This is an optimization exercise on Yosys and OpenROAD, whose aim is small area, a short achievable clock period and few clock cycles per item, not a production implementation.
At most, simulation tests tie the RTL to the original design; equivalence was not proved.
For run 4, only the layout was checked, not whether the RTL still works.
No activity file was given, so power comes from the tool's default toggle rates.

===== flow/run.sh =====
#!/bin/bash
set -euo pipefail
bash standard.sh SETUP_SLACK_MARGIN=7 "BUFFER_PORTS_ARGS=-buffer_cell sky130_fd_sc_hd__buf_2" CTS_CLUSTER_SIZE=20 CTS_CLUSTER_DIAMETER=80 finish > standard_flow.log 2>&1

===== design.v =====
`timescale 1ns / 1ps
package rrts_pkg;
    localparam logic [1:0] ACT_LOAD    = 2'd0;
    localparam logic [1:0] ACT_TICK    = 2'd1;
    localparam logic [1:0] ACT_RESTART = 2'd2;
    localparam logic [15:0] TIME_MAX  = 16'hFFFF;
    localparam logic [7:0]  SLICE_MAX = 8'hFF;
endpackage
`timescale 1ns / 1ps
module rrts_ctrl (
    input  logic i_clk,
    input  logic i_rst_n,
    input  logic i_in_valid,
    output logic o_in_ready,
    output logic o_out_valid,
    input  logic i_out_ready,
    output logic o_acc,
    output logic o_exec,
    output logic o_head_en,
    output logic o_head_from_sk,
    output logic o_sk_en
);
    logic r_ov;
    logic r_sk;
    logic r_irv;
    logic r_rdy;
    logic head_free;
    logic sk_n, irv_n;
    assign head_free      = !r_ov || i_out_ready;
    assign o_acc          = i_in_valid && r_rdy;
    assign o_exec         = r_irv && !r_sk;
    assign o_head_en      = head_free && (r_sk || o_exec);
    assign o_head_from_sk = r_sk;
    assign o_sk_en        = !head_free && o_exec;
    assign o_in_ready     = r_rdy;
    assign o_out_valid    = r_ov;
    assign sk_n  = !head_free && (r_sk || o_exec);
    assign irv_n = o_acc || (r_irv && r_sk);
    always_ff @(posedge i_clk) begin
        if (!i_rst_n) begin
            r_ov  <= 1'b0;
            r_sk  <= 1'b0;
            r_irv <= 1'b0;
            r_rdy <= 1'b1;
        end else begin
            r_ov  <= !head_free || r_sk || o_exec;
            r_sk  <= sk_n;
            r_irv <= irv_n;
            r_rdy <= !irv_n || !sk_n;
        end
    end
endmodule
`timescale 1ns / 1ps
module rrts_dp (
    input  logic        i_clk,
    input  logic        i_rst_n,
    input  logic        i_acc,
    input  logic        i_exec,
    input  logic [1:0]  i_action,
    input  logic [2:0]  i_slot,
    input  logic [7:0]  i_burst,
    input  logic [15:0] i_arrival,
    input  logic [7:0]  i_quantum,
    input  logic [3:0]  i_task_count,
    input  logic        i_head_en,
    input  logic        i_head_from_sk,
    input  logic        i_sk_en,
    output logic [2:0]  o_ran_slot,
    output logic        o_idle,
    output logic        o_completed,
    output logic [15:0] o_ctime,
    output logic        o_all_done
);
    logic [7:0]  r_rem   [0:7];
    logic [7:0]  r_burst [0:7];
    logic [15:0] r_arr   [0:7];
    logic [7:0]  r_ready;
    logic [7:0]  r_nz;
    logic [7:0]  r_bnz;
    logic [7:0]  r_use;
    logic [15:0] r_time;
    logic [2:0]  r_ptr;
    logic [2:0]  r_run;
    logic [7:0]  r_slice;
    logic        r_ge;
    logic        r_open;
    logic [1:0]  r_action;
    logic [2:0]  r_slot;
    logic        r_due;
    logic [2:0]  r_h_slot;
    logic        r_h_idle;
    logic        r_h_comp;
    logic [15:0] r_h_time;
    logic        r_h_ad;
    logic        r_s_idle;
    logic        r_s_comp;
    logic        is_load, is_tick, is_rst;
    logic        in_load;
    logic [7:0]  in_slot_oh;
    logic [7:0]  one, cand, run_oh, hi, g_hi, g_all, g, slot_oh, act_m;
    logic [7:0]  nz_next, ptr_oh_nxt;
    logic        cont, have, completed, slice_end;
    logic        ge_c, ge_cc, ge_n, ge_2, ge_d;
    logic [2:0]  p, ptr_nxt;
    logic [7:0]  q_eff, slice_c, slice_inc;
    logic [15:0] time_inc, time_d, time_now;
    logic        a_empty, a_last, ad_next;
    assign in_load = (i_action == rrts_pkg::ACT_LOAD);
    always_comb begin
        for (int i = 0; i < 8; i++) in_slot_oh[i] = (i_slot == 3'(i));
    end
    assign time_now = i_exec ? time_d : r_time;
    always_ff @(posedge i_clk) begin
        if (i_acc) begin
            r_action <= i_action;
            r_slot   <= i_slot;
            r_due    <= (i_arrival <= time_now);
        end
    end
    always_ff @(posedge i_clk) begin
        for (int i = 0; i < 8; i++) begin
            if (i_acc && in_load && in_slot_oh[i]) begin
                r_burst[i] <= i_burst;
                r_arr[i]   <= i_arrival;
            end
        end
    end
    always_ff @(posedge i_clk) begin
        if (!i_rst_n) begin
            r_bnz <= 8'd0;
        end else begin
            for (int i = 0; i < 8; i++) begin
                if (i_acc && in_load && in_slot_oh[i]) r_bnz[i] <= (i_burst != 8'd0);
            end
        end
    end
    always_ff @(posedge i_clk) begin
        for (int i = 0; i < 8; i++) r_use[i] <= (i_task_count > 4'(i));
    end
    assign is_load = (r_action == rrts_pkg::ACT_LOAD);
    assign is_tick = (r_action == rrts_pkg::ACT_TICK);
    assign is_rst  = (r_action == rrts_pkg::ACT_RESTART);
    always_comb begin
        for (int i = 0; i < 8; i++) begin
            one[i]     = (r_rem[i] == 8'd1);
            run_oh[i]  = (r_run == 3'(i));
            slot_oh[i] = (r_slot == 3'(i));
            hi[i]      = (3'(i) >= r_ptr);
        end
    end
    assign act_m = r_use & r_nz;
    assign cand  = r_ready & act_m;
    assign cont  = r_open && ((run_oh & act_m) != 8'd0);
    always_comb begin
        logic [7:0] m;
        logic       seen_hi, seen_all;
        m        = cand & hi;
        seen_hi  = 1'b0;
        seen_all = 1'b0;
        for (int i = 0; i < 8; i++) begin
            g_hi[i]  = m[i] && !seen_hi;
            g_all[i] = cand[i] && !seen_all;
            seen_hi  = seen_hi || m[i];
            seen_all = seen_all || cand[i];
        end
    end
    assign g    = cont ? run_oh : ((cand & hi) != 8'd0) ? g_hi : g_all;
    assign have = cont || (cand != 8'd0);
    always_comb begin
        p = 3'd0;
        for (int i = 0; i < 8; i++) if (g[i]) p = p | 3'(i);
    end
    assign q_eff     = (i_quantum == 8'd0) ? 8'd1 : i_quantum;
    assign slice_c   = (r_slice == rrts_pkg::SLICE_MAX) ? r_slice : r_slice + 8'd1;
    assign ge_c      = (slice_c >= q_eff);
    assign ge_cc     = (slice_c == rrts_pkg::SLICE_MAX) || ((slice_c + 8'd1) >= q_eff);
    assign ge_n      = (q_eff == 8'd1);
    assign ge_2      = (q_eff <= 8'd2);
    assign slice_inc = cont ? slice_c : 8'd1;
    assign completed = (g & one) != 8'd0;
    assign slice_end = completed || (cont ? r_ge : ge_n);
    always_comb begin
        ge_d = ge_c;
        if (i_exec && is_tick) begin
            if (have && !slice_end) ge_d = cont ? ge_cc : ge_2;
            else                    ge_d = ge_n;
        end else if (i_exec && is_rst) begin
            ge_d = ge_n;
        end
    end
    always_ff @(posedge i_clk) r_ge <= ge_d;
    assign ptr_oh_nxt = {g[6:0], 1'b0} & r_use;
    always_comb begin
        ptr_nxt = 3'd0;
        for (int i = 0; i < 8; i++) if (ptr_oh_nxt[i]) ptr_nxt = ptr_nxt | 3'(i);
    end
    assign time_inc = (r_time == rrts_pkg::TIME_MAX) ? r_time : r_time + 16'd1;
    assign time_d   = is_tick ? time_inc : is_rst ? 16'd0 : r_time;
    assign a_empty = (act_m == 8'd0);
    always_comb begin
        a_last = 1'b0;
        for (int i = 0; i < 8; i++) begin
            if (act_m[i] && one[i] && ((act_m & ~(8'd1 << i)) == 8'd0)) a_last = 1'b1;
        end
    end
    always_comb begin
        if (is_tick)      ad_next = a_empty || (a_last && have);
        else if (is_load) ad_next = ((act_m & ~slot_oh) == 8'd0) && ((r_use & r_bnz & slot_oh) == 8'd0);
        else if (is_rst)  ad_next = ((r_use & r_bnz) == 8'd0);
        else              ad_next = a_empty;
    end
    always_comb begin
        for (int i = 0; i < 8; i++) begin
            if (is_tick)      nz_next[i] = r_nz[i] && !(g[i] && one[i]);
            else if (is_load) nz_next[i] = slot_oh[i] ? r_bnz[i] : r_nz[i];
            else if (is_rst)  nz_next[i] = r_bnz[i];
            else              nz_next[i] = r_nz[i];
        end
    end
    always_ff @(posedge i_clk) begin
        if (i_exec) begin
            for (int i = 0; i < 8; i++) begin
                if ((is_load && slot_oh[i]) || is_rst) r_rem[i] <= r_burst[i];
                else if (is_tick && g[i])              r_rem[i] <= r_rem[i] - 8'd1;
                if (is_load && slot_oh[i])             r_ready[i] <= r_due;
                else if (is_rst)                       r_ready[i] <= (r_arr[i] == 16'd0);
                else if (is_tick && (r_arr[i] == time_inc)) r_ready[i] <= 1'b1;
            end
        end
    end
    always_ff @(posedge i_clk) begin
        if (!i_rst_n) begin
            r_nz    <= 8'd0;
            r_time  <= 16'd0;
            r_ptr   <= 3'd0;
            r_run   <= 3'd0;
            r_slice <= 8'd0;
            r_open  <= 1'b0;
        end else if (i_exec) begin
            r_nz   <= nz_next;
            r_time <= time_d;
            if (is_tick) begin
                if (have) begin
                    r_run   <= p;
                    r_slice <= slice_end ? 8'd0 : slice_inc;
                    r_open  <= !slice_end;
                    if (slice_end) r_ptr <= ptr_nxt;
                end else begin
                    r_slice <= 8'd0;
                    r_open  <= 1'b0;
                end
            end else if (is_rst) begin
                r_ptr   <= 3'd0;
                r_run   <= 3'd0;
                r_slice <= 8'd0;
                r_open  <= 1'b0;
            end
        end
    end
    always_ff @(posedge i_clk) begin
        if (i_head_en) begin
            if (i_head_from_sk) begin
                r_h_slot <= r_s_idle ? 3'd0 : r_run;
                r_h_idle <= r_s_idle;
                r_h_comp <= r_s_comp;
                r_h_time <= r_time;
                r_h_ad   <= a_empty;
            end else begin
                r_h_slot <= (is_tick && have) ? p : 3'd0;
                r_h_idle <= !(is_tick && have);
                r_h_comp <= is_tick && completed;
                r_h_time <= time_d;
                r_h_ad   <= ad_next;
            end
        end
        if (i_sk_en) begin
            r_s_idle <= !(is_tick && have);
            r_s_comp <= is_tick && completed;
        end
    end
    assign o_ran_slot  = r_h_slot;
    assign o_idle      = r_h_idle;
    assign o_completed = r_h_comp;
    assign o_ctime     = r_h_time;
    assign o_all_done  = r_h_ad;
endmodule
`timescale 1ns / 1ps
module round_robin_time_slice_scheduler #(
    parameter int MAX_TASKS = 8
) (
    input  logic        i_clk,
    input  logic        i_rst_n,
    input  logic        i_in_valid,
    output logic        o_in_ready,
    input  logic [1:0]  i_in_action,
    input  logic [2:0]  i_in_slot,
    input  logic [7:0]  i_in_burst,
    input  logic [15:0] i_in_arrival,
    output logic        o_out_valid,
    input  logic        i_out_ready,
    output logic [2:0]  o_out_ran_slot,
    output logic        o_out_idle,
    output logic        o_out_completed,
    output logic [15:0] o_out_completion_time,
    output logic        o_out_all_done,
    input  logic        psel,
    input  logic        penable,
    input  logic        pwrite,
    input  logic [2:0]  paddr,
    input  logic [31:0] pwdata,
    output logic [31:0] prdata,
    output logic        pready
);
    logic [7:0] r_quantum;
    logic [3:0] r_task_count;
    logic [7:0] r_prdata;
    logic       r_pready;
    logic       cfg_wr;
    logic       acc, exec, head_en, head_from_sk, sk_en;
    assign pready = r_pready;
    assign prdata = {24'd0, r_prdata};
    assign cfg_wr = psel && penable && pwrite && r_pready;
    always_ff @(posedge i_clk) begin
        if (!i_rst_n) begin
            r_quantum    <= 8'd2;
            r_task_count <= 4'd8;
            r_pready     <= 1'b0;
        end else begin
            r_pready <= psel;
            if (cfg_wr) begin
                if (paddr[2]) r_task_count <= pwdata[3:0];
                else          r_quantum    <= pwdata[7:0];
            end
        end
    end
    always_ff @(posedge i_clk) begin
        r_prdata <= paddr[2] ? {4'd0, r_task_count} : r_quantum;
    end
    rrts_ctrl u_ctrl (
        .i_clk          (i_clk),
        .i_rst_n        (i_rst_n),
        .i_in_valid     (i_in_valid),
        .o_in_ready     (o_in_ready),
        .o_out_valid    (o_out_valid),
        .i_out_ready    (i_out_ready),
        .o_acc          (acc),
        .o_exec         (exec),
        .o_head_en      (head_en),
        .o_head_from_sk (head_from_sk),
        .o_sk_en        (sk_en)
    );
    rrts_dp u_dp (
        .i_clk          (i_clk),
        .i_rst_n        (i_rst_n),
        .i_acc          (acc),
        .i_exec         (exec),
        .i_action       (i_in_action),
        .i_slot         (i_in_slot),
        .i_burst        (i_in_burst),
        .i_arrival      (i_in_arrival),
        .i_quantum      (r_quantum),
        .i_task_count   (r_task_count),
        .i_head_en      (head_en),
        .i_head_from_sk (head_from_sk),
        .i_sk_en        (sk_en),
        .o_ran_slot     (o_out_ran_slot),
        .o_idle         (o_out_idle),
        .o_completed    (o_out_completed),
        .o_ctime        (o_out_completion_time),
        .o_all_done     (o_out_all_done)
    );
endmodule

===== standard.sh =====
#!/bin/bash
# synth_recipe.tcl (not shown) runs the flow's synth.tcl, then flattens the netlist and writes it again
# the make line also repeats each setting of config.mk as NAME=value (left out here)
make -C /OpenROAD-flow-scripts/flow DESIGN_CONFIG=/design/flow/config.mk WORK_HOME=/design/flow/orfs CLKGATE_MAP_FILE= SYNTH_SCRIPT=/design/flow/synth_recipe.tcl "${@:-finish}"

===== config.mk =====
export PLATFORM = sky130hd
export DESIGN_NAME = round_robin_time_slice_scheduler
export DESIGN_NICKNAME = round_robin_time_slice_scheduler
export VERILOG_FILES = /design/flow/design.v
export SDC_FILE = /design/flow/constraint.sdc
export NUM_CORES = 4
export LEC_CHECK = 0
export CAP_MARGIN = 20
export CORE_MARGIN = 2
export CORE_UTILIZATION = 40
export SLEW_MARGIN = 20

===== constraint.sdc =====
create_clock -name core_clock -period 10.0 [get_ports {i_clk}]
set_input_delay 2.0000 -clock core_clock [delete_from_list [all_inputs] [get_ports {i_clk}]]
set_output_delay 2.0000 -clock core_clock [all_outputs]
set_load 0.01 [all_outputs]

==> reports/summary.txt, run 1 <==
Synth async-reset ratio: 0%
Final worst clock skew: 21.1 ps
CTS tree: built
Crit path cell chain: ha_4 -> nand2_4 -> buf_12 -> a211oi_4 -> and3_2 -> a31oi_2 -> ha_1 -> a21o_1 -> a21o_1 -> a21oi_1 -> nor2b_1 -> o21ai_0 -> nand2_1 -> a21oi_1 -> a21boi_1 -> o21ai_1
I/O pins: 128
Drt first pass iters: 6
Worst hold-check path type: reg2reg
CTS root buffer: clkbuf_16
Site row count: 80
Fin crit period: 3470 ps
Die X: 224 um
Max Fclk: 288 MHz
First-pass GRT wire length: 89300 um
Utilization after layout: 48.7%
# setup viols final: 0
Peak supply drop: 0.121 mV
Post-synth EDFFs: 294
Die Area: 0.0502 mm^2
Rel. slew slack: 23.3%
Crit-path max cell delay: 420 ps
Critical path startpoint category: flip-flop
Setup CP Type: reg2reg
RSZ-0062 raised after global routing: yes
Mapped Avg Cell Area: 10.8 um^2
Gpl congestion: 0.951
Die height: 224 um
Ant diodes: 0
Detailed Route WL: 60200 um
YS warnings: 6
Largest family of logic cells by synthesized area: simple AND/OR/NAND/NOR gates
Synthesized cell area: 0.0194 mm^2
Leak pwr: 0.00791 uW
Hold WS: 466 ps
PD cells: 130 mW/mm^2
Worst-margin pin slew: 1150 ps
Worst EP arrival: 3890 ps
Final Cycle Share: 34.7%
DRC Markers: 0
First DRT Iteration DRCs: 1344
Detail Route Antenna Nets: 0
Vias in the first global route: 14424
Max-Cap Viols: 0
Proportion of synthesized area in mux cells: 1.37%
Count of different cell masters after synthesis: 90
Worst path required time: 10420 ps
Worst-Skew Late Latency: 580 ps
Vias/cell: 5.82
Core Region: 0.0477 mm^2
TritonCTS Sinks: 375
Layout cells sized above 1: 22.8%
Dpl hpwl: 40100 um
Final net count: 2087
Pin count of the biggest net entering global routing: 48
IO Port Bufs: 77
Synth Flop Type: edfxtp_1
Synth Area in Compound Gates: 12.5%
Synth Register Bits: 375
Area Growth Syn to Fin: 19.9%
Clk slew on worst S/H paths: 90 ps
Xor and xnor area share after synthesis: 8.77%
Overflow after GRT: 0
Pins Over Slew Limit: 0
Post-synthesis sequential area ratio: 53.9%
Status: finished clean
Worst-path maximum fanout: 8
Vias: 15108
Cell with the biggest individual delay on the critical path: and3_2
CTS Buffer Depth: 3
Simple-gate share of the synthesized area: 16.3%
Final hold violations: 0
Worst setup EP type: flip-flop
CTS H-tree depth: 1
Global Route Usage Sum: 23.5%
Inserted Clock Buffers: 26
Routed wire length per instance: 23.2 um
Post-Syn Instances: 1796
Initial core utilization: 40.6%
Fillers: 4258
Antenna violations before repair: 0
Fin Setup TNS: 0 ps
Adder-Cell Fraction of Synth Area: 3.49%
## per-layer routing
layer | track usage (%) | share of wire (%)
met1 | 30.9 | 41
met2 | 40.4 | 48
met3 | 2.40 | 6.5
met4 | 8.45 | 3.6
met5 | 0 | 0
## path summary, 6_finish.rpt
| path | cells after the start | slack, ps | end | start |
|---|---|---|---|---|
| setup / recovery | 16 | 6530 | u_dp.r_due | u_dp.r_time[0] |
| hold / removal | 0 | 470 | u_dp.r_use[7] | r_task_count[3] |
| setup reg to reg | 16 | 6530 | u_dp.r_due | u_dp.r_time[0] |
| hold reg to reg | 0 | 470 | u_dp.r_use[7] | r_task_count[3] |
## critical path, delay by kind of cell, from the launching register on
kind / cells / cell delay [ps]
DFF: 1 / 400
and+or+nand+nor: 4 / 630
adders and majority gates: 2 / 380
buffers and inverters: 1 / 130
AOI/OAI and AO/OA: 9 / 1770
## cells in the mapped netlist (10+ instances only)
library cell / instances / area (um^2)
a21o_1: 10 / 75.1
a21oi_1: 109 / 546
a22o_1: 17 / 149
a22oi_1: 15 / 113
a311oi_1: 10 / 87.6
a31oi_1: 26 / 163
and2_1: 15 / 93.8
and3_1: 16 / 100
buf_2: 10 / 50.1
buf_4: 28 / 210
clkbuf_1: 55 / 206
dfxtp_1: 81 / 1620
edfxtp_1: 294 / 8830
ha_1: 54 / 676
inv_1: 50 / 188
mux2i_1: 15 / 150
nand2_1: 142 / 533
nand2b_1: 24 / 150
nand3_1: 58 / 290
nand4_1: 36 / 225
nor2_1: 177 / 664
nor2b_1: 11 / 68.8
nor3_1: 31 / 155
nor4_1: 57 / 357
o2111ai_1: 10 / 87.6
o21a_1: 10 / 75.1
o21ai_0: 87 / 435
or3_1: 10 / 62.6
xnor2_1: 96 / 841
xor2_1: 82 / 718
## cell usage in the layout, fill, tap and decap left out, types with 10 or more instances in the layout
cell / Yosys / final
a21o_1: 10 / 10
a21oi_1: 109 / 103
a22o_1: 17 / 17
a22oi_1: 15 / 14
a31oi_1: 26 / 23
and2_1: 15 / 10
and3_1: 16 / 13
buf_12: 0 / 11
buf_2: 10 / 67
buf_4: 28 / 110
buf_6: 2 / 16
clkbuf_1: 55 / 14
clkbuf_16: 0 / 28
conb_1: 1 / 24
dfxtp_1: 81 / 39
dfxtp_2: 0 / 22
dfxtp_4: 0 / 20
edfxtp_1: 294 / 294
ha_1: 54 / 49
inv_1: 50 / 49
mux2i_1: 15 / 13
nand2_1: 142 / 136
nand2b_1: 24 / 21
nand3_1: 58 / 51
nand4_1: 36 / 36
nor2_1: 177 / 158
nor2_2: 1 / 11
nor2_4: 0 / 15
nor3_1: 31 / 28
nor4_1: 57 / 53
o21ai_0: 87 / 79
xnor2_1: 96 / 94
xor2_1: 82 / 82
## final cells by class
cell class                      instances  area [um^2]  area share (%)
Clock buffer                           42          753            3.24
Clock inverter                          6         88.8           0.382
Tap cell                              615          769            3.31
Sequential cell                       375        10600            45.4
Inverter                               53          204           0.877
Timing Repair Buffer                  207         1620            6.95
Multi-Input combinational cell       1299         9260            39.8
## kinds of logic after synthesis
family | after synthesis
XOR/XNOR | 186
adder cells (fa/ha/maj) | 54
AO/OA/AOI/OAI | 376
multiplexers | 23
flip-flops | 375
other | 1
AND/OR/NAND/NOR | 630
buffers and inverters | 151
## power breakdown
part	leakage, uW	switching (uW)	internal, uW	total (uW)
sequential	0.00334	17.4	1700	1710
combinational	0.00417	137	63.7	200
clock	0.000403	574	537	1110
total	0.00791	728	2300	3030
## what timing repair did
item	CTS	global route
hold buffers	0	0
gates cloned	7	0
setup buffers	65	43
pin swaps	46	32
endpoints found under the setup margin	323	258
gates resized for setup	154	68
## state kept, by name, summed over array words and instances, names as in the netlist, 8 cells and up
register       count
u_dp.r_use         8
u_dp.r_rem        64
u_dp.r_burst      64
r_prdata           8
u_dp.r_slice       8
u_dp.r_time       16
u_dp.r_nz          8
u_dp.r_ready       8
u_dp.r_bnz         8
r_quantum          8
u_dp.r_arr       128
u_dp.r_h_time     16
## per-stage QoR
stage / cell area [um^2] / worst slack (ps) / instances / total power, uW
floorplan: 19700 / 6430 / 1819 / 1860
global placement: 20500 / 5410 / 2433 / 1930
detailed placement: 20500 / 5370 / 2433 / 1930
CTS: 22600 / 6630 / 2553 / 3040
global route: 23200 / 6420 / 2597 / 3110
finish: 23200 / 6530 / 2597 / 3030
Testbench counts, summed over its fixed seeds: cycles 6,637, items 6,509.
==> run 2, diff against run 1 <==
==> flow/run.sh (replaced) <==
#!/bin/bash
set -euo pipefail
bash standard.sh SETUP_SLACK_MARGIN=7 "BUFFER_PORTS_ARGS=-buffer_cell sky130_fd_sc_hd__buf_2" CTS_CLUSTER_SIZE=20 CTS_CLUSTER_DIAMETER=80 ABC_AREA=1 finish > standard_flow.log 2>&1
==> run 2 against run 1 <==
Power is 0.96% higher. Final cell count is 8.6% higher. Still clean on timing, DRC and antenna. Via count is 0.38% higher. First-iteration DRC count is 1.1% higher.
==> reports/summary.txt, run 2 <==
Ant diodes: 0
Worst EP arrival: 3540 ps
Drt first pass iters: 5
Hold-critical path endpoint: u_dp.r_use[7]
Placed cell area: 0.0204 mm^2
CTS root buffer: clkbuf_16
I/O pins: 128
Net switching power: 758 uW
Worst-margin pin slew: 950 ps
Switching share of total power: 24.8%
Max Fclk: 318 MHz
Inserted Clock Buffers: 25
Pins Over Slew Limit: 0
Worst hold-check path type: reg2reg
R2R Setup Slk: 6860 ps
Peak supply drop: 0.177 mV
Crit Reg-Reg Startpoint: u_dp.r_action[1]
Vias: 15165
Pwr Total: 3050 uW
Fin area: 0.0222 mm^2
Max reg flops: 128
Final hold violations: 0
CTS tree: built
Die Area: 0.0500 mm^2
Top flop regs: u_dp.r_arr x128, u_dp.r_burst x64, u_dp.r_rem x64
Gpl congestion: 0.938
Hold_sp: r_task_count[3]
Site row count: 80
Synth Flop Type: edfxtp_1
Setup CP Type: reg2reg
Final Cycle Share: 31.4%
Worst-path maximum fanout: 21
First-pass GRT wire length: 81900 um
Max-Cap Viols: 0
PD cells: 138 mW/mm^2
Routed wire length per instance: 19.2 um
Most common cell after layout, fill and taps aside: nand2_1
Top cells by area, synth: edfxtp_1, dfxtp_1, nand2_1
Detail Route Antenna Nets: 0
Worst setup EP type: flip-flop
CTS H-tree depth: 1
Vias/cell: 5.38
Vias in the first global route: 14520
CTS Buffer Depth: 3
Final worst slack: 6860 ps
Synthesized cell area: 0.0193 mm^2
# setup viols final: 0
Count of different cell masters after synthesis: 60
Status: finished clean
Post-synthesis sequential area ratio: 54.2%
Synth async-reset ratio: 0%
Critical R2R Capture: u_dp.r_due
Post-Syn Instances: 2069
Final worst clock skew: 33.9 ps
Cell Count, Final, Fillers Out: 2821
Part of the power in registers: 56.4%
Clk network pwr share: 35.2%
Critical path startpoint category: flip-flop
Initial core utilization: 40.5%
Antenna violations before repair: 2
Die height: 224 um
IO Port Bufs: 77
Placed insts: 2724
Worst-Skew Late Latency: 580 ps
Top-area cell type share of the netlist area: 45.8%
TritonCTS Sinks: 375
Fin Setup TNS: 0 ps
Pin count of the biggest net entering global routing: 39
Fin crit period: 3140 ps
RSZ-0062 raised after global routing: yes
Global Route Usage Sum: 21.1%
Worst r2r path cells: 15
Rel. slew slack: 36.7%
Core Region: 0.0476 mm^2
Overflow after GRT: 0
CTS Hold Bufs: 0
Internal power: 2300 uW
Most frequent cells after synthesis: nand2_1, edfxtp_1, nor2_1
Die X: 224 um
Cell taking the most area after synthesis: edfxtp_1
Hold Crit Depth: 0
Layout cells sized above 1: 15.1%
Post-synth EDFFs: 294
Commonest cells after routing, fill and taps aside: nand2_1, edfxtp_1, nor2_1
Mapped Avg Cell Area: 9.32 um^2
Area Growth Syn to Fin: 14.9%
Dpl hpwl: 38500 um
Final net count: 2312
Leak pwr: 0.00843 uW
YS warnings: 6
Top-count cell post-synth: nand2_1
Combinational share of power: 8.4%
Detailed Route WL: 54300 um
Worst path required time: 10400 ps
Dpl ws: 5750 ps
Synth Register Bits: 375
Clk slew on worst S/H paths: 90 ps
Most flop-heavy register: u_dp.r_arr
DRC Markers: 0
First DRT Iteration DRCs: 1359
[run 2: changes by cell type after synthesis, sizes merged, moves of 25 or more]
cell / delta
nand2: +302
inv: +155
nand3: +58
xnor2: -57
o21ai: +54
nor2: +42
a21oi: -36
clkbuf: -25
[run 2: power groups by stage]
stage	Combinational (uW)	Clock (uW)	Sequential (uW)
floorplan	152	0	1760
global placement	230	0	1760
detailed placement	234	0	1760
CTS	249	1090	1720
global route	284	1150	1730
finish	257	1070	1720
[run 2: cell type report]
class,count,area (um^2)
repair buffers,127,877
clock inverters,10,115
fillers,4467,25500
well taps,615,769
multi-input cells,1446,8370
flip-flops and latches,375,10500
clock buffers,36,677
inverters,210,860
repair inverters,2,16.3
[run 2: worst max path at each step]
stage                startpoint          endpoint  slack, ps  depth (start not counted)
2_1_floorplan    i_in_action[1]  u_dp.r_arr[0][0]       6790                          3
3_3_place_gp        u_ctrl.r_sk        u_dp.r_due       5780                         17
3_5_place_dp        u_ctrl.r_sk        u_dp.r_due       5750                         17
4_1_cts          u_dp.r_time[0]        u_dp.r_due       6850                         18
5_1_grt          u_dp.r_time[0]        u_dp.r_due       6690                         18
6_report       u_dp.r_action[1]        u_dp.r_due       6860                         15
[run 2: what timing repair did]
action | in CTS | in global routing
setup endpoints to repair | 180 | 155
pin swaps | 25 | 23
cloned | 6 | 4
buffers inserted | 30 | 11
resized for setup | 102 | 39
[run 2: kinds of logic (layout without fill, tap and decap cells)]
group	count (synthesis)	after routing	synth area share (%)
fa+ha+maj	54	54	3.50
buf+inv	279	385	6.15
xor+xnor	119	119	5.44
other cells	1	24	0.0194
simple gates	926	934	21.6
flops	375	375	54.2
compound gates	315	315	9.15
[run 2: metrics by stage]
| stage | utilization (%) | hold slack [ps] |
|---|---|---|
| floorplan | - | 448 |
| global placement | 42.7 | 414 |
| detailed placement | 42.7 | 427 |
| CTS | 45.9 | 418 |
| global route | 46.5 | 436 |
| finish | 46.5 | 427 |
[run 2: critical path, stage by stage (launching register included)]
cell and delay, ps:
edfxtp_1 410, inv_1 110, ha_2 290, buf_8 250, nor2_2 110, inv_2 220
o22ai_2 120, o21ai_2 190, ha_1 300, nand2_1 80, inv_1 50, a221oi_2 230
o221ai_1 170, nand2_1 130, o2111ai_2 120, o21ai_1 170
[run 2: per-layer routing]
metal / global-route usage, % / wire length (um) / vias to the layer above
li1: - / - / 7322
met1: 29.0 / 24300 / 7241
met2: 35.2 / 25400 / 504
met3: 2.68 / 3110 / 98
met4: 6.04 / 1560 / 0
met5: 0 / 0 / -
==> run 3, diff against run 2 <==
==> flow/run.sh (replaced) <==
#!/bin/bash
set -euo pipefail
bash standard.sh SETUP_SLACK_MARGIN=7 "BUFFER_PORTS_ARGS=-buffer_cell sky130_fd_sc_hd__buf_2" finish > standard_flow.log 2>&1
--- a/config.mk
+++ b/config.mk
@@ -5,7 +5,10 @@
 export SDC_FILE = /design/flow/constraint.sdc
 export NUM_CORES = 4
 export LEC_CHECK = 0
+export ABC_AREA = 1
 export CAP_MARGIN = 20
 export CORE_MARGIN = 2
 export CORE_UTILIZATION = 40
+export CTS_CLUSTER_DIAMETER = 80
+export CTS_CLUSTER_SIZE = 20
 export SLEW_MARGIN = 20
==> run 3 against run 2 <==
Design area did not move. Power unchanged. Global-route usage unchanged. Critical path depth stayed put. Non-clock buffer count unchanged. Wire length unchanged. Core utilization did not move. Still clean on timing, DRC and antenna. Sequential share of layout area is the same. Count of clock-buffer cells in the layout stayed put. Final cell count did not move. Sequential power barely moved. Largest cell class unchanged.
==> reports/summary.txt, run 3 <==
Top flop regs: u_dp.r_arr x128, u_dp.r_burst x64, u_dp.r_rem x64
Synthesized cell area: 0.0193 mm^2
Fin area: 0.0222 mm^2
Most flop-heavy register: u_dp.r_arr
Crit path buf inv count: 4
Top-count cell post-synth: nand2_1
Leak pwr: 0.00843 uW
CTS Buffer Depth: 3
Dpl hpwl: 38500 um
Top cells by area, synth: edfxtp_1, dfxtp_1, nand2_1
Vias in the first global route: 14520
Die height: 224 um
PD cells: 138 mW/mm^2
Cell with the biggest individual delay on the critical path: edfxtp_1
CTS Hold Bufs: 0
Worst-path maximum fanout: 21
Peak supply drop: 0.177 mV
Worst path required time: 10400 ps
# setup viols final: 0
CTS H-tree depth: 1
Post-synth EDFFs: 294
Routing usage on met2: 35.2%
First DRT Iteration DRCs: 1359
Rel. slew slack: 36.7%
Mapped Avg Cell Area: 9.32 um^2
Overflow after GRT: 0
Synth async-reset ratio: 0%
Part of the power in registers: 56.4%
Vias: 15165
Gpl congestion: 0.938
Antenna violations before repair: 2
Worst-Skew Late Latency: 580 ps
Dpl ws: 5750 ps
Pwr Total: 3050 uW
Commonest cells after routing, fill and taps aside: nand2_1, edfxtp_1, nor2_1
YS warnings: 6
Synth Flop Type: edfxtp_1
Drt first pass iters: 5
Post-synthesis sequential area ratio: 54.2%
Pins Over Slew Limit: 0
Synth Register Bits: 375
Detail Route Antenna Nets: 0
Site row count: 80
Crit path cell chain: inv_1 -> ha_2 -> buf_8 -> nor2_2 -> inv_2 -> o22ai_2 -> o21ai_2 -> ha_1 -> nand2_1 -> inv_1 -> a221oi_2 -> o221ai_1 -> nand2_1 -> o2111ai_2 -> o21ai_1
Worst-margin pin slew: 950 ps
First-pass GRT wire length: 81900 um
TritonCTS Sinks: 375
Most frequent cells after synthesis: nand2_1, edfxtp_1, nor2_1
Combinational share of power: 8.4%
Fin Setup TNS: 0 ps
IO Port Bufs: 77
Post-Syn Instances: 2069
Top Family by Delay on Critical Path: compound AO/OA/AOI/OAI gates
Core Region: 0.0476 mm^2
CTS root buffer: clkbuf_16
Worst r2r path cells: 15
I/O pins: 128
Hold WS: 427 ps
Fin crit period: 3140 ps
CTS tree: built
Internal power: 2300 uW
Final net count: 2312
Clk network pwr share: 35.2%
M1 GR Usage: 29.0%
Routed wire length per instance: 19.2 um
Worst EP arrival: 3540 ps
Die X: 224 um
Die Area: 0.0500 mm^2
Worst setup EP type: flip-flop
Grt peak-use layer: met2
Max Fclk: 318 MHz
Clk slew on worst S/H paths: 90 ps
Inserted Clock Buffers: 25
Placed cell area: 0.0204 mm^2
Final worst slack: 6860 ps
Status: finished clean
Pin count of the biggest net entering global routing: 39
Top-area cell type share of the netlist area: 45.8%
Critical Path Stages: 15
Final worst clock skew: 33.9 ps
Cell taking the most area after synthesis: edfxtp_1
Global Route Usage Sum: 21.1%
Setup CP Type: reg2reg
Hold Crit Depth: 0
Ant diodes: 0
DRC Markers: 0
Initial core utilization: 40.5%
Most common cell after layout, fill and taps aside: nand2_1
Net switching power: 758 uW
Max reg flops: 128
Detailed Route WL: 54300 um
Switching share of total power: 24.8%
RSZ-0062 raised after global routing: yes
Count of different cell masters after synthesis: 60
Vias/cell: 5.38
Final hold violations: 0
Area Growth Syn to Fin: 14.9%
Worst hold-check path type: reg2reg
Layout cells sized above 1: 15.1%
Crit-path max cell delay: 410 ps
Met3 global-route usage: 2.68%
Critical path startpoint category: flip-flop
Max-Cap Viols: 0
Final Cycle Share: 31.4%
## run 3: cell counts after synthesis
Identical to the previous run, type by type.
## run 3: logic make-up after synthesis
group	after synthesis	share of synthesized area [%]
other	1	0.0194
AOI/OAI and AO/OA	315	9.15
DFF	375	54.2
and+or+nand+nor	926	21.6
xor gates and xnor gates	119	5.44
adders and majority gates	54	3.50
buffers and inverters	279	6.15
## run 3: through the flow
stage	std cells	util (%)
after floorplan	2092	-
after global placement	2724	42.7
after detailed placement	2724	42.7
after CTS	2806	45.9
after global routing	2821	46.5
final	2821	46.5
## run 3: metal layers
layer  wire length [um]  up-vias
li1                   -     7322
met1              24300     7241
met2              25400      504
met3               3110       98
met4               1560        0
met5                  0        -
## run 3: final timing paths
path,from,end,slack (ps)
worst min-delay path,r_task_count[3],u_dp.r_use[7],430
worst min register to register,r_task_count[3],u_dp.r_use[7],430
worst max-delay path,u_dp.r_action[1],u_dp.r_due,6860
worst max register to register,u_dp.r_action[1],u_dp.r_due,6860
## run 3: cell type report
class,instances,area [um^2]
inverter,210,860
clock buffer,36,677
sequential,375,10500
clock inverter,10,115
fill,4467,25500
timing repair buffer,127,877
tap,615,769
multi-input combinational,1446,8370
timing repair inverter,2,16.3
## run 3: timing repair
item,in CTS,in global routing
setup endpoints to repair,180,155
buffers inserted,30,11
pin swaps,25,23
gates cloned,6,4
resized for setup,102,39
## run 3: power groups by stage
| stage | Clock (uW) | Combinational, uW | Sequential, uW |
|---|---|---|---|
| 2_1_floorplan | 0 | 152 | 1760 |
| 4_1_cts | 1090 | 249 | 1720 |
| 3_3_place_gp | 0 | 230 | 1760 |
| 3_5_place_dp | 0 | 234 | 1760 |
| 5_1_grt | 1150 | 284 | 1730 |
| 6_report | 1070 | 257 | 1720 |
==> run 4, diff against run 3 <==
--- a/design.v
+++ b/design.v
@@ -103,18 +103,21 @@
     logic        ge_c, ge_cc, ge_n, ge_2, ge_d;
     logic [2:0]  p, ptr_nxt;
     logic [7:0]  q_eff, slice_c, slice_inc;
-    logic [15:0] time_inc, time_d, time_now;
+    logic [15:0] time_inc, time_d;
+    logic        due_same, due_inc, due_zero;
     logic        a_empty, a_last, ad_next;
     assign in_load = (i_action == rrts_pkg::ACT_LOAD);
     always_comb begin
         for (int i = 0; i < 8; i++) in_slot_oh[i] = (i_slot == 3'(i));
     end
-    assign time_now = i_exec ? time_d : r_time;
+    assign due_same = (i_arrival <= r_time);
+    assign due_inc  = (i_arrival <= time_inc);
+    assign due_zero = (i_arrival == 16'd0);
     always_ff @(posedge i_clk) begin
         if (i_acc) begin
             r_action <= i_action;
             r_slot   <= i_slot;
-            r_due    <= (i_arrival <= time_now);
+            r_due    <= (i_exec && is_tick) ? due_inc : (i_exec && is_rst) ? due_zero : due_same;
         end
     end
     always_ff @(posedge i_clk) begin
==> run 4 against run 3 <==
Synthesized area increased by 3.5%. Critical path depth increased by 9. Worst hold slack got worse by 22 ps. First-iteration DRC count is 0.96% higher. Largest cell class unchanged.
==> reports/summary.txt, run 4 <==
First-pass GRT wire length: 86900 um
Final hold violations: 0
CTS root buffer: clkbuf_16
Count of different cell masters after synthesis: 53
Worst hold-check path type: reg2reg
Site row count: 81
Vias: 16241
Clk slew on worst S/H paths: 90 ps
Top-count cell post-synth: nand2_1
Leak pwr: 0.00905 uW
Max-Cap Viols: 0
TritonCTS Sinks: 375
Status: finished clean
Initial core utilization: 40.6%
YS warnings: 6
Synth async-reset ratio: 0%
Ant diodes: 0
Placed insts: 2917
Mapped Avg Cell Area: 9.02 um^2
RSZ-0062 raised after global routing: yes
Detail Route Antenna Nets: 0
Overflow after GRT: 0
Critical R2R Capture: u_dp.r_ge
Hold-critical path endpoint: u_dp.r_use[7]
Cell Count, Final, Fillers Out: 3020
PD cells: 132 mW/mm^2
CTS Buffer Depth: 3
Cell taking the most area after synthesis: edfxtp_1
Top cells by area, synth: edfxtp_1, nand2_1, dfxtp_1
Detailed Route WL: 59300 um
Drt first pass iters: 6
DRC Markers: 0
Pin count of the biggest net entering global routing: 32
Final worst clock skew: 24.6 ps
# setup viols final: 0
Synth Flop Type: edfxtp_1
Synth Register Bits: 375
Inserted Clock Buffers: 25
Hold WS: 404 ps
Synthesized cell area: 0.0200 mm^2
Pins Over Slew Limit: 0
Worst-margin pin slew: 971 ps
Post-Syn Instances: 2213
CTS tree: built
Most frequent cells after synthesis: nand2_1, edfxtp_1, inv_1
Worst-path maximum fanout: 5
Commonest cells after routing, fill and taps aside: nand2_1, edfxtp_1, inv_1
Final Cycle Share: 33.0%
Worst path required time: 10450 ps
Vias in the first global route: 15158
Post-synthesis sequential area ratio: 52.3%
Core Region: 0.0492 mm^2
Hold Crit Depth: 0
R2R Setup Slk: 6700 ps
Antenna violations before repair: 2
Critical path startpoint category: flip-flop
Most flop-heavy register: u_dp.r_arr
IO Port Bufs: 77
Post-synth EDFFs: 294
Fin crit period: 3300 ps
Max reg flops: 128
CTS Hold Bufs: 0
Crit Reg-Reg Startpoint: u_dp.r_slice[0]
Peak supply drop: 0.133 mV
Die height: 227 um
I/O pins: 128
Max Fclk: 303 MHz
Layout cells sized above 1: 14.4%
Routed wire length per instance: 19.6 um
Rel. slew slack: 34.7%
Die X: 227 um
Final net count: 2479
Global Route Usage Sum: 22.1%
Die Area: 0.0517 mm^2
Gpl congestion: 0.925
Hold_sp: r_task_count[3]
Most common cell after layout, fill and taps aside: nand2_1
Worst r2r path cells: 24
CTS H-tree depth: 1
Worst-Skew Late Latency: 570 ps
Dpl hpwl: 41100 um
Setup CP Type: reg2reg
Vias/cell: 5.38
Fin Setup TNS: 0 ps
Area Growth Syn to Fin: 15.9%
Top-area cell type share of the netlist area: 44.2%
Worst EP arrival: 3740 ps
First DRT Iteration DRCs: 1372
Top flop regs: u_dp.r_arr x128, u_dp.r_burst x64, u_dp.r_rem x64
Worst setup EP type: flip-flop
[run 4: cell types whose count changed after synthesis, moves of 15 or more]
| cell | previous run | this run |
|---|---|---|
| a21oi_1 | 75 | 100 |
| nand3_1 | 113 | 134 |
| nand2_1 | 426 | 448 |
| nor2_1 | 207 | 230 |
| ha_1 | 54 | 70 |
| inv_1 | 200 | 241 |
| nand3b_1 | 6 | 21 |
| xnor2_1 | 46 | 30 |
[run 4: worst max-delay path, cell delays in order (launching register included)]
cell	delay (ps)
dfxtp_4	380
ha_4	140
nand2_2	60
nor2_4	130
nand2_2	70
nor2_4	140
nand3_4	140
o21a_1	260
inv_2	90
ha_4	140
nand4_1	110
nor2_2	160
xor2_1	210
inv_1	110
ha_4	220
nand2_2	70
nor2_2	40
nand4_1	100
o2111ai_2	130
nor2_1	130
nand2_1	60
o21ai_1	70
nand3_1	80
nand3_1	80
nand2_1	50
[run 4: cells by family after synthesis]
kind of cell	synth area share, %
compound gates	8.90
xor+xnor	5.18
fa+ha+maj	4.39
buf+inv	6.75
flops	52.3
other cells	0.0188
simple gates	22.4
[run 4: worst max path at each step]
stage | from | end | slack [ps] | cells past startpoint
CTS | i_in_action[1] | u_dp.r_burst[2][4] | 6780 | 4
global route | u_dp.r_slice[0] | u_dp.r_ge | 6480 | 24
global placement | u_dp.r_action[1] | u_dp.r_rem[2][3] | 6050 | 6
floorplan | i_in_arrival[1] | u_dp.r_due | 6750 | 11
detailed placement | u_dp.r_action[1] | u_dp.r_rem[7][3] | 5980 | 6
finish | u_dp.r_slice[0] | u_dp.r_ge | 6700 | 24
[run 4: layer usage]
layer	track usage [%]	routed length [um]	up-vias
met5	0	21	-
met3	3.10	3840	95
met2	37.6	28200	579
met1	29.2	25400	7794
met4	6.60	1780	4
li1	-	-	7769
[run 4: through the flow]
stage               area [um^2]  total power, uW  worst slack (ps)  utilization (%)
floorplan                 20200             1930              6750                -
global placement          21100             2020              6050             43.0
detailed placement        21100             2030              5980             43.0
CTS                       22500             3060              6780             45.8
global route              23100             3170              6480             47.1
finish                    23100             3060              6700             47.1
[run 4: report_power, final]
| part | total (uW) | leakage [uW] | internal (uW) | switching [uW] |
|---|---|---|---|---|
| sequential | 1730 | 0.00333 | 1710 | 19.8 |
| combinational | 306 | 0.00536 | 96.4 | 209 |
| clock | 1030 | 0.000367 | 479 | 550 |
| total | 3060 | 0.00905 | 2280 | 780 |
[run 4: final cells by class]
type	instances	area, um^2
Tap cell	664	831
Sequential cell	375	10500
Clock inverter	9	80.1
Clock buffer	36	667
Inverter	262	1010
Multi-Input combinational cell	1542	9040
Fill cell	4579	26000
Timing Repair Buffer	132	1050
[run 4: timing repair]
item                                    CTS  global route
endpoints found under the setup margin  311           246
gates resized for setup                  85            64
pin swaps                                16            33
buffers inserted                         26            21
endpoints found under the hold margin     0             0
gates cloned                              5             6
==> run 5, diff against run 4 <==
--- a/design.v
+++ b/design.v
@@ -82,7 +82,6 @@
     logic [2:0]  r_ptr;
     logic [2:0]  r_run;
     logic [7:0]  r_slice;
-    logic        r_ge;
     logic        r_open;
     logic [1:0]  r_action;
     logic [2:0]  r_slot;
@@ -100,9 +99,9 @@
     logic [7:0]  one, cand, run_oh, hi, g_hi, g_all, g, slot_oh, act_m;
     logic [7:0]  nz_next, ptr_oh_nxt;
     logic        cont, have, completed, slice_end;
-    logic        ge_c, ge_cc, ge_n, ge_2, ge_d;
+    logic        ge_c, ge_n;
     logic [2:0]  p, ptr_nxt;
-    logic [7:0]  q_eff, slice_c, slice_inc;
+    logic [7:0]  q_eff, qm1, slice_c, slice_inc;
     logic [15:0] time_inc, time_d;
     logic        due_same, due_inc, due_zero;
     logic        a_empty, a_last, ad_next;
@@ -174,24 +173,13 @@
         for (int i = 0; i < 8; i++) if (g[i]) p = p | 3'(i);
     end
     assign q_eff     = (i_quantum == 8'd0) ? 8'd1 : i_quantum;
+    assign qm1       = q_eff - 8'd1;
     assign slice_c   = (r_slice == rrts_pkg::SLICE_MAX) ? r_slice : r_slice + 8'd1;
-    assign ge_c      = (slice_c >= q_eff);
-    assign ge_cc     = (slice_c == rrts_pkg::SLICE_MAX) || ((slice_c + 8'd1) >= q_eff);
+    assign ge_c      = (r_slice >= qm1);
     assign ge_n      = (q_eff == 8'd1);
-    assign ge_2      = (q_eff <= 8'd2);
     assign slice_inc = cont ? slice_c : 8'd1;
     assign completed = (g & one) != 8'd0;
-    assign slice_end = completed || (cont ? r_ge : ge_n);
-    always_comb begin
-        ge_d = ge_c;
-        if (i_exec && is_tick) begin
-            if (have && !slice_end) ge_d = cont ? ge_cc : ge_2;
-            else                    ge_d = ge_n;
-        end else if (i_exec && is_rst) begin
-            ge_d = ge_n;
-        end
-    end
-    always_ff @(posedge i_clk) r_ge <= ge_d;
+    assign slice_end = completed || (cont ? ge_c : ge_n);
     assign ptr_oh_nxt = {g[6:0], 1'b0} & r_use;
     always_comb begin
         ptr_nxt = 3'd0;
==> run 5 against run 4 <==
Clock skew decreased by 3.5 ps. Sequential power barely moved. Wire length down 2.7%. Final cell count shrank 4.6%. Die area shrank 2.8%. Largest power group unchanged. First-iteration DRC count up 6.9%. Flip-flop and latch count fell by 1. Worst hold slack better by 39 ps. Design area shrank 1.6%. Global-route usage is 0.080 points higher. Critical path depth fell by 16.
==> reports/summary.txt, run 5 <==
Status: finished clean
Worst-margin pin slew: 863 ps
PD cells: 140 mW/mm^2
Most flop-heavy register: u_dp.r_arr
Worst setup EP type: flip-flop
Fin crit period: 3160 ps
Site row count: 80
TritonCTS Sinks: 374
Overflow after GRT: 0
Count of different cell masters after synthesis: 51
CTS H-tree depth: 1
Drt first pass iters: 6
Synth Flop Type: edfxtp_1
Leak pwr: 0.00877 uW
Fin area: 0.0228 mm^2
Net switching power: 822 uW
Top-count cell post-synth: nand2_1
Clk network pwr share: 35.3%
Ant diodes: 0
Worst r2r path cells: 16
Mapped Avg Cell Area: 9.20 um^2
DRC Markers: 0
Worst hold-check path type: reg2reg
Top-area cell type share of the netlist area: 45.5%
Vias: 15720
Die X: 224 um
Crit path cell chain: clkbuf_4 -> ha_1 -> nand4_1 -> o221ai_1 -> nand2_1 -> a31oi_1 -> o31ai_1 -> o21a_1
Combinational share of power: 10.6%
CTS Hold Bufs: 0
Pins Over Slew Limit: 0
Max Fclk: 316 MHz
Critical path startpoint category: primary input
Synth Register Bits: 374
Final Cycle Share: 31.6%
Initial core utilization: 40.6%
Final worst clock skew: 21.1 ps
Grt peak-use layer: met2
Xor and xnor area share after synthesis: 5.15%
Met3 global-route usage: 3.51%
Top flop regs: u_dp.r_arr x128, u_dp.r_burst x64, u_dp.r_rem x64
Simple-gate share of the synthesized area: 21.6%
Antenna violations before repair: 2
Dpl hpwl: 39300 um
CTS root buffer: clkbuf_16
Pin count of the biggest net entering global routing: 43
Gpl congestion: 0.942
CTS tree: built
Most common cell after layout, fill and taps aside: nand2_1
R2R Setup Slk: 6940 ps
I/O pins: 128
Detailed Route WL: 57700 um
Cell taking the most area after synthesis: edfxtp_1
Final hold violations: 0
Routed wire length per instance: 20.0 um
Part of the power in registers: 54.1%
Top cells by area, synth: edfxtp_1, dfxtp_1, nand2_1
Post-synth EDFFs: 294
Max-Cap Viols: 0
Synthesized cell area: 0.0194 mm^2
Worst path required time: 10330 ps
CTS Buffer Depth: 3
Commonest cells after routing, fill and taps aside: nand2_1, edfxtp_1, nor2_1
Inserted Clock Buffers: 26
Post-synthesis sequential area ratio: 53.7%
Routing usage on met2: 37.3%
IO Port Bufs: 77
Most frequent cells after synthesis: nand2_1, edfxtp_1, nor2_1
Fillers: 4485
Layout cells sized above 1: 16.8%
Fin Setup TNS: 0 ps
Peak supply drop: 0.173 mV
M1 GR Usage: 29.1%
Largest family of logic cells by synthesized area: simple AND/OR/NAND/NOR gates
Final net count: 2383
Critical R2R Capture: u_dp.r_due
Worst EP arrival: 3490 ps
Vias/cell: 5.46
Vias in the first global route: 14763
Internal power: 2370 uW
Proportion of synthesized area in mux cells: 0%
Hold_sp: r_task_count[3]
Placed cell area: 0.0205 mm^2
Crit-path max cell delay: 370 ps
Detail Route Antenna Nets: 0
YS warnings: 6
Cell with the biggest individual delay on the critical path: ha_1
Hold Crit Depth: 0
Crit Reg-Reg Startpoint: u_dp.r_time[1]
Rel. slew slack: 41.7%
RSZ-0062 raised after global routing: yes
Hold-critical path endpoint: u_dp.r_use[7]
Setup CP Type: in2reg
Switching share of total power: 25.7%
Die Area: 0.0503 mm^2
Area Growth Syn to Fin: 17.3%
Adder-Cell Fraction of Synth Area: 4.06%
Synth async-reset ratio: 0%
Worst-path maximum fanout: 11
Post-Syn Instances: 2110
Global Route Usage Sum: 22.2%
# setup viols final: 0
Core Region: 0.0478 mm^2
Worst-Skew Late Latency: 580 ps
Synth Area in Compound Gates: 8.93%
Clk slew on worst S/H paths: 90 ps
Max reg flops: 128
First-pass GRT wire length: 85000 um
First DRT Iteration DRCs: 1467
Die height: 224 um
[run 5: cell count changes after synthesis, sizes merged, moves of 5 or more]
cell    previous run  this run
a21oi            100        83
ha                70        63
inv              257       230
nand2            465       424
nand3            137       123
nand3b            21         3
nand4             44        49
nor3              35        41
nor4              41        48
or2               12        17
[run 5: critical path: cells and delay by family]
family / cells / cell delay [ps]
AOI/OAI and AO/OA: 4 / 660
adders and majority gates: 1 / 370
buffers and inverters: 1 / 220
and+or+nand+nor: 2 / 240
[run 5: power by group through the flow]
stage / registers, uW / logic, uW / clock network, uW
CTS: 1730 / 305 / 1150
global route: 1730 / 371 / 1200
floorplan: 1760 / 188 / 0
detailed placement: 1760 / 293 / 0
finish: 1730 / 338 / 1130
global placement: 1760 / 285 / 0
[run 5: layer usage]
| metal | wire, um | part of all wire [%] |
|---|---|---|
| met1 | 24200 | 42 |
| met2 | 27300 | 47 |
| met3 | 4180 | 7.2 |
| met4 | 2000 | 3.5 |
| met5 | 25 | 0.043 |
[run 5: through the flow]
step	power [uW]	hold WS (ps)	worst slack [ps]	cells	util (%)
6_report	3200	443	6840	2880	47.6
3_5_place_dp	2060	421	6050	2766	42.8
3_3_place_gp	2050	413	6060	2766	42.8
5_1_grt	3310	450	6730	2880	47.6
4_1_cts	3190	436	6780	2827	45.4
2_1_floorplan	1950	433	6740	2133	-
[run 5: repair_timing]
action	4_1_cts	5_1_grt
buffers inserted	12	47
gates cloned	5	6
gates resized for setup	55	155
endpoints found under the setup margin	226	140
pin swaps	8	56
[run 5: final cells by class]
| cell class | instances | area, um^2 | area share, % |
|---|---|---|---|
| inverters | 235 | 962 | 4.23 |
| multi-input cells | 1466 | 8610 | 37.8 |
| repair buffers | 144 | 1070 | 4.71 |
| well taps | 615 | 769 | 3.38 |
| clock inverters | 12 | 146 | 0.643 |
| clock buffers | 32 | 716 | 3.14 |
| flip-flops and latches | 374 | 10500 | 46.0 |
| repair inverters | 2 | 12.5 | 0.0550 |
[run 5: kinds of logic after synthesis]
| kind of cell | after synthesis |
|---|---|
| compound gates | 312 |
| fa+ha+maj | 63 |
| simple gates | 944 |
| flops | 374 |
| other cells | 1 |
| xor+xnor | 114 |
| buf+inv | 302 |
[run 5: how the worst max path moves through the flow]
stage | from | end | slack [ps] | cells after the start
3_5_place_dp | u_dp.r_time[0] | u_dp.r_due | 6050 | 16
4_1_cts | u_dp.r_time[2] | u_dp.r_due | 6780 | 14
3_3_place_gp | u_dp.r_time[0] | u_dp.r_due | 6060 | 16
5_1_grt | r_quantum[5] | u_dp.r_ptr[0] | 6730 | 23
6_report | i_in_arrival[7] | u_dp.r_due | 6840 | 8
2_1_floorplan | i_in_arrival[1] | u_dp.r_due | 6740 | 10
Testbench counts of run 5, summed over its fixed seeds: cycles 6,637, items 6,509.
==> run 6, diff against run 5 <==
--- a/config.mk
+++ b/config.mk
@@ -8,7 +8,7 @@
 export ABC_AREA = 1
 export CAP_MARGIN = 20
 export CORE_MARGIN = 2
-export CORE_UTILIZATION = 40
+export CORE_UTILIZATION = 62
 export CTS_CLUSTER_DIAMETER = 80
 export CTS_CLUSTER_SIZE = 20
 export SLEW_MARGIN = 20
==> run 6 against run 5 <==
Still clean on timing, DRC and antenna. Clock power is 18% lower. Fmax is 1.0% higher. Synthesized area stayed put. First-iteration DRC count is 25% higher. Flip-flop and latch count stayed put. Die area is 35% lower. Worst setup slack better by 32 ps. Synthesized cell count stayed put. Count of clock-buffer cells in the layout is 7 higher. Critical path type unchanged. Critical endpoint unchanged.
==> reports/summary.txt, run 6 <==
Most frequent cells after synthesis: nand2_1, edfxtp_1, nor2_1
Utilization after layout: 72.9%
Final worst clock skew: 22.3 ps
DRC Markers: 0
First DRT Iteration DRCs: 1827
Top flop regs: u_dp.r_arr x128, u_dp.r_burst x64, u_dp.r_rem x64
Multi-input gate area: 0.00863 mm^2
Post-synthesis sequential area ratio: 53.7%
Fin crit period: 3130 ps
Max Fclk: 320 MHz
Post-Syn Instances: 2110
Worst-path maximum fanout: 11
Crit path cell chain: buf_2 -> ha_1 -> nand4_1 -> buf_4 -> nor4_2 -> a21oi_1 -> o31ai_1 -> o21a_1
Vias in the first global route: 14883
TritonCTS Sinks: 374
Pins Over Slew Limit: 0
Critical Path Stages: 8
Initial core utilization: 63.3%
PD cells: 135 mW/mm^2
Max reg flops: 128
Gpl congestion: 0.966
Drt first pass iters: 7
Placed cell area: 0.0202 mm^2
First-pass GRT wire length: 81400 um
Die Area: 0.0327 mm^2
Overflow after GRT: 0
Synth Register Bits: 374
CTS H-tree depth: 1
Critical path startpoint category: primary input
Leak pwr: 0.00867 uW
IO Port Bufs: 77
Worst r2r path cells: 16
Crit path buf inv count: 2
Top cells by area, synth: edfxtp_1, dfxtp_1, nand2_1
Ant diodes: 0
Synth async-reset ratio: 0%
Worst EP arrival: 3540 ps
Hold WS: 410 ps
Vias: 16174
# setup viols final: 0
Crit-path max cell delay: 340 ps
Die X: 181 um
Die height: 181 um
Cell with the biggest individual delay on the critical path: ha_1
Final Cycle Share: 31.3%
Dpl hpwl: 37700 um
Synth Flop Type: edfxtp_1
Detailed Route WL: 55700 um
Top Family by Delay on Critical Path: buffers and inverters
Pin count of the biggest net entering global routing: 43
Count of different cell masters after synthesis: 51
Fillers: 2203
Worst hold-check path type: reg2reg
Post-synth EDFFs: 294
Status: finished clean
Inserted Clock Buffers: 22
Clk slew on worst S/H paths: 90 ps
Synthesized cell area: 0.0194 mm^2
Routed wire length per instance: 20.9 um
Cell taking the most area after synthesis: edfxtp_1
Fin area: 0.0224 mm^2
Core Region: 0.0307 mm^2
Vias/cell: 6.08
Register Area: 0.0105 mm^2
CTS root buffer: clkbuf_16
Max-Cap Viols: 0
Global Route Usage Sum: 32.2%
Layout cells sized above 1: 16.2%
Top-area cell type share of the netlist area: 45.5%
YS warnings: 6
Top-count cell post-synth: nand2_1
Fin Setup TNS: 0 ps
CTS tree: built
Most flop-heavy register: u_dp.r_arr
Detail Route Antenna Nets: 0
Pwr Total: 3010 uW
Commonest cells after routing, fill and taps aside: nand2_1, edfxtp_1, nor2_1
Final net count: 2384
RSZ-0062 raised after global routing: yes
Worst setup EP type: flip-flop
Hold Crit Depth: 0
CTS Buffer Depth: 3
Rel. slew slack: 40.5%
Most common cell after layout, fill and taps aside: nand2_1
Site row count: 64
Worst path required time: 10410 ps
Final hold violations: 0
Worst-margin pin slew: 892 ps
Setup CP Type: in2reg
Peak supply drop: 0.164 mV
Worst-Skew Late Latency: 560 ps
Mapped Avg Cell Area: 9.20 um^2
CTS Hold Bufs: 0
Area Growth Syn to Fin: 15.2%
Antenna violations before repair: 1
I/O pins: 128
run 6: path summary, 6_finish.rpt:
| check | start | endpoint | slack [ps] |
|---|---|---|---|
| max | i_in_arrival[4] | u_dp.r_due | 6870 |
| max reg2reg | u_dp.r_time[0] | u_dp.r_due | 6910 |
| min | r_task_count[3] | u_dp.r_use[7] | 410 |
| min reg2reg | r_task_count[3] | u_dp.r_use[7] | 410 |
run 6: routing by layer:
layer  vias up  share of wire (%)  global-route usage (%)
met5         -              0.023                       0
met4         2                5.0                    13.6
met2       892                 48                    54.3
met3       187                9.1                    3.65
met1      7602                 38                    42.4
li1       7491                  -                       -
run 6: per-stage QoR:
| step | std cells | setup WS, ps |
|---|---|---|
| 6_report | 2662 | 6870 |
| 3_5_place_dp | 2545 | 5480 |
| 3_3_place_gp | 2544 | 5530 |
| 2_1_floorplan | 2133 | 6740 |
| 5_1_grt | 2662 | 6800 |
| 4_1_cts | 2608 | 6860 |
run 6: logic make-up after synthesis:
group | synth area share, %
and+or+nand+nor | 21.6
DFF | 53.7
AOI/OAI and AO/OA | 8.93
buffers and inverters | 6.47
other | 0.0193
xor gates and xnor gates | 5.15
adders and majority gates | 4.06
run 6: area by class of cell:
class | instances | share of cell area (%)
timing repair inverter | 2 | 0.0560
multi-input combinational | 1462 | 38.6
timing repair buffer | 153 | 5.03
clock inverter | 1 | 0.0280
tap | 396 | 2.22
clock buffer | 39 | 2.84
sequential | 374 | 46.9
inverter | 235 | 4.32
run 6: report_power, final:
part | internal, uW | total, uW | switching [uW]
logic | 115 | 350 | 234
clock network | 433 | 927 | 494
registers | 1710 | 1730 | 23.7
total | 2250 | 3010 | 752
run 6: worst reg2reg max path: stages (launching register included):
cell        delay (ps)
dfxtp_4            400
ha_4               150
nand2_2             80
nor2_4             150
nand2_2            100
nor2_4             240
clkinv_8           110
buf_4              160
nand2_4            190
clkinvlp_4         150
ha_1               310
nand4_1            100
nor2_1             200
nand2_1             90
a31oi_1            190
o31ai_1            100
o21a_1             120
run 6: what timing repair did:
item / CTS / global route
setup endpoints to repair: 182 / 194
gates resized for setup: 90 / 127
buffers inserted: 19 / 51
pin swaps: 18 / 54
gates cloned: 4 / 3
==> run 7, diff against run 6 <==
--- a/config.mk
+++ b/config.mk
@@ -8,7 +8,7 @@
 export ABC_AREA = 1
 export CAP_MARGIN = 20
 export CORE_MARGIN = 2
-export CORE_UTILIZATION = 62
+export CORE_UTILIZATION = 70
 export CTS_CLUSTER_DIAMETER = 80
 export CTS_CLUSTER_SIZE = 20
 export SLEW_MARGIN = 20
==> run 7 against run 6 <==
Power up 0.73%. Final cell count down 2.1%. Flip-flop and latch count unchanged. Core utilization up 7.9 points. Critical path type unchanged. Worst setup slack worse by 77 ps. Clock power up 3.6%. Global-route usage up 4.9 points. Worst hold slack better by 19 ps. Non-clock buffer count down 35.
==> reports/summary.txt, run 7 <==
Top-count cell post-synth: nand2_1
Dpl hpwl: 37600 um
Cell with the biggest individual delay on the critical path: nor2_2
Worst path required time: 10190 ps
Top cells by area, synth: edfxtp_1, dfxtp_1, nand2_1
Top Family by Delay on Critical Path: simple AND/OR/NAND/NOR gates
Most frequent cells after synthesis: nand2_1, edfxtp_1, nor2_1
Routing usage on met2: 62.7%
First-pass GRT wire length: 81900 um
TritonCTS Sinks: 374
Worst setup EP type: flip-flop
Fin area: 0.0219 mm^2
Clk slew on worst S/H paths: 80 ps
Max Fclk: 312 MHz
Detailed Route WL: 56100 um
CTS H-tree depth: 1
First DRT Iteration DRCs: 2243
Hold WS: 429 ps
Commonest cells after routing, fill and taps aside: nand2_1, edfxtp_1, nor2_1
Synth async-reset ratio: 0%
Global Route Usage Sum: 37.1%
Status: finished clean
Grt peak-use layer: met2
Utilization after layout: 80.8%
Overflow after GRT: 0
Worst-path maximum fanout: 13
Routed wire length per instance: 21.5 um
Synthesized cell area: 0.0194 mm^2
Inserted Clock Buffers: 23
Die Area: 0.0291 mm^2
Register Area: 0.0105 mm^2
Worst EP arrival: 3400 ps
Mapped Avg Cell Area: 9.20 um^2
Most common cell after layout, fill and taps aside: nand2_1
Rel. slew slack: 43.8%
Fin crit period: 3210 ps
Top-area cell type share of the netlist area: 45.5%
PD cells: 138 mW/mm^2
Final Cycle Share: 32.1%
M1 GR Usage: 48.0%
Pins Over Slew Limit: 0
Worst-margin pin slew: 831 ps
Synth Register Bits: 374
Setup CP Type: in2reg
Fillers: 1659
Max reg flops: 128
DRC Markers: 0
CTS Hold Bufs: 0
CTS root buffer: clkbuf_16
Met3 global-route usage: 5.76%
Post-synthesis sequential area ratio: 53.7%
Critical path startpoint category: primary input
Final worst clock skew: 27.3 ps
Crit-path max cell delay: 700 ps
Vias: 16436
CTS Buffer Depth: 3
Antenna violations before repair: 1
CTS tree: built
Final net count: 2351
Vias in the first global route: 15190
Area Growth Syn to Fin: 12.8%
Pin count of the biggest net entering global routing: 43
Count of different cell masters after synthesis: 51
Final hold violations: 0
Initial core utilization: 71.6%
I/O pins: 128
Peak supply drop: 0.273 mV
Post-synth EDFFs: 294
Crit path cell chain: buf_2 -> nor4_4 -> inv_2 -> nor2_2
Site row count: 60
Max-Cap Viols: 0
Top flop regs: u_dp.r_arr x128, u_dp.r_burst x64, u_dp.r_rem x64
Die height: 170 um
Drt first pass iters: 8
Crit path buf inv count: 2
Worst-Skew Late Latency: 560 ps
Ant diodes: 0
RSZ-0062 raised after global routing: yes
Leak pwr: 0.00844 uW
# setup viols final: 0
Multi-input gate area: 0.00853 mm^2
Placed cell area: 0.0202 mm^2
Detail Route Antenna Nets: 0
Core Region: 0.0271 mm^2
Layout cells sized above 1: 14.2%
IO Port Bufs: 77
Die X: 170 um
Gpl congestion: 0.996
Vias/cell: 6.31
Most flop-heavy register: u_dp.r_arr
YS warnings: 6
Synth Flop Type: edfxtp_1
Fin Setup TNS: 0 ps
Post-Syn Instances: 2110
Cell taking the most area after synthesis: edfxtp_1
Worst hold-check path type: reg2reg
run 7: routing by layer:
layer	wire length [um]	vias to the layer above
li1	-	7419
met1	20400	7680
met2	26800	1123
met3	6080	212
met4	2860	2
met5	11	-
run 7: area by class of cell:
type / instances / area share (%)
clock inverter: 3 / 0.171
clock buffer: 39 / 2.90
timing repair inverter: 1 / 0.0229
sequential: 374 / 47.8
tap: 372 / 2.13
multi-input combinational: 1464 / 38.9
inverter: 235 / 4.29
timing repair buffer: 118 / 3.76
run 7: timing repair:
item                                    in CTS  in global routing
cloned                                       4                  4
buffers inserted                            14                 22
pin swaps                                   22                 32
endpoints found under the setup margin     223                212
gates resized for setup                    105                 58
run 7: cell families after synthesis:
logic type / synth area share [%]
AND/OR/NAND/NOR: 21.6
flip-flops: 53.7
AO/OA/AOI/OAI: 8.93
buffers and inverters: 6.47
XOR/XNOR: 5.15
adder cells (fa/ha/maj): 4.06
other: 0.0193
run 7: metrics by stage:
step / worst slack [ps] / std cells / power (uW)
after CTS: 6880 / 2580 / 2990
after global placement: 5630 / 2520 / 2040
after floorplan: 6740 / 2133 / 1950
after global routing: 6720 / 2606 / 3110
final: 6790 / 2606 / 3030
after detailed placement: 5710 / 2520 / 2050
run 7: worst register-to-register path: cells and delay by family, from the launching register on:
family,cells,cell delay (ps)
AO/OA/AOI/OAI,2,370
AND/OR/NAND/NOR,14,1520
buffers and inverters,4,270
flip-flops,1,350
XOR/XNOR,1,170
adder cells (fa/ha/maj),1,320
run 7: worst paths after layout:
| kind | to | start | slack, ps | cells after the start |
|---|---|---|---|---|
| max | u_dp.r_arr[2][0] | i_in_action[1] | 6790 | 4 |
| min | u_dp.r_use[7] | r_task_count[3] | 430 | 0 |
| max reg2reg | u_dp.r_ptr[2] | r_quantum[5] | 6890 | 22 |
| min reg2reg | u_dp.r_use[7] | r_task_count[3] | 430 | 0 |
run 7: report_power, final:
part,switching [uW],internal (uW),leakage [uW]
Combinational,232,107,0.00480
Clock,517,443,0.000321
Sequential,23.3,1710,0.00332

==> what the ideal ports hide <==
The results above use ideal ports. As a check the final layouts listed here were re-extracted and re-timed, cells and wires unchanged. Step 1, drivers: a clkbuf_16 drives i_clk and a buf_2 each remaining input, both assumed. Step 2 times the ports against the registers' clock, not the clock port: input delays grow and output delays shrink by t, the midpoint of the rising clock arrivals with the driver on. Slacks: ideal / step 1 / step 2; pairs: ideal / step 1.
| run | shift t [ns] | setup WS [ns] | worst data-port slew with drivers (ns) | pins driven straight from the clock port |
|---|---|---|---|---|
| run 1 | 0.628 | 6.532 / 6.532 / 6.020 | 0.07 | 1 |
| run 2 | 0.619 | 6.858 / 6.837 / 6.317 | 0.09 | 1 |
| run 3 | 0.619 | 6.858 / 6.837 / 6.317 | 0.09 | 1 |
| run 4 | 0.613 | 6.703 / 6.703 / 6.339 | 0.15 | 1 |
| run 5 | 0.624 | 6.839 / 6.802 / 6.246 | 0.04 | 1 |
| run 6 | 0.597 | 6.870 / 6.842 / 6.308 | 0.08 | 1 |
| run 7 | 0.605 | 6.793 / 6.826 / 6.221 | 0.04 | 1 |
After both steps every run listed still meets setup and hold. For run 5, which loses most, drivers alone change the setup slack by -0.037 ns; drivers and shift together by -0.593 ns.
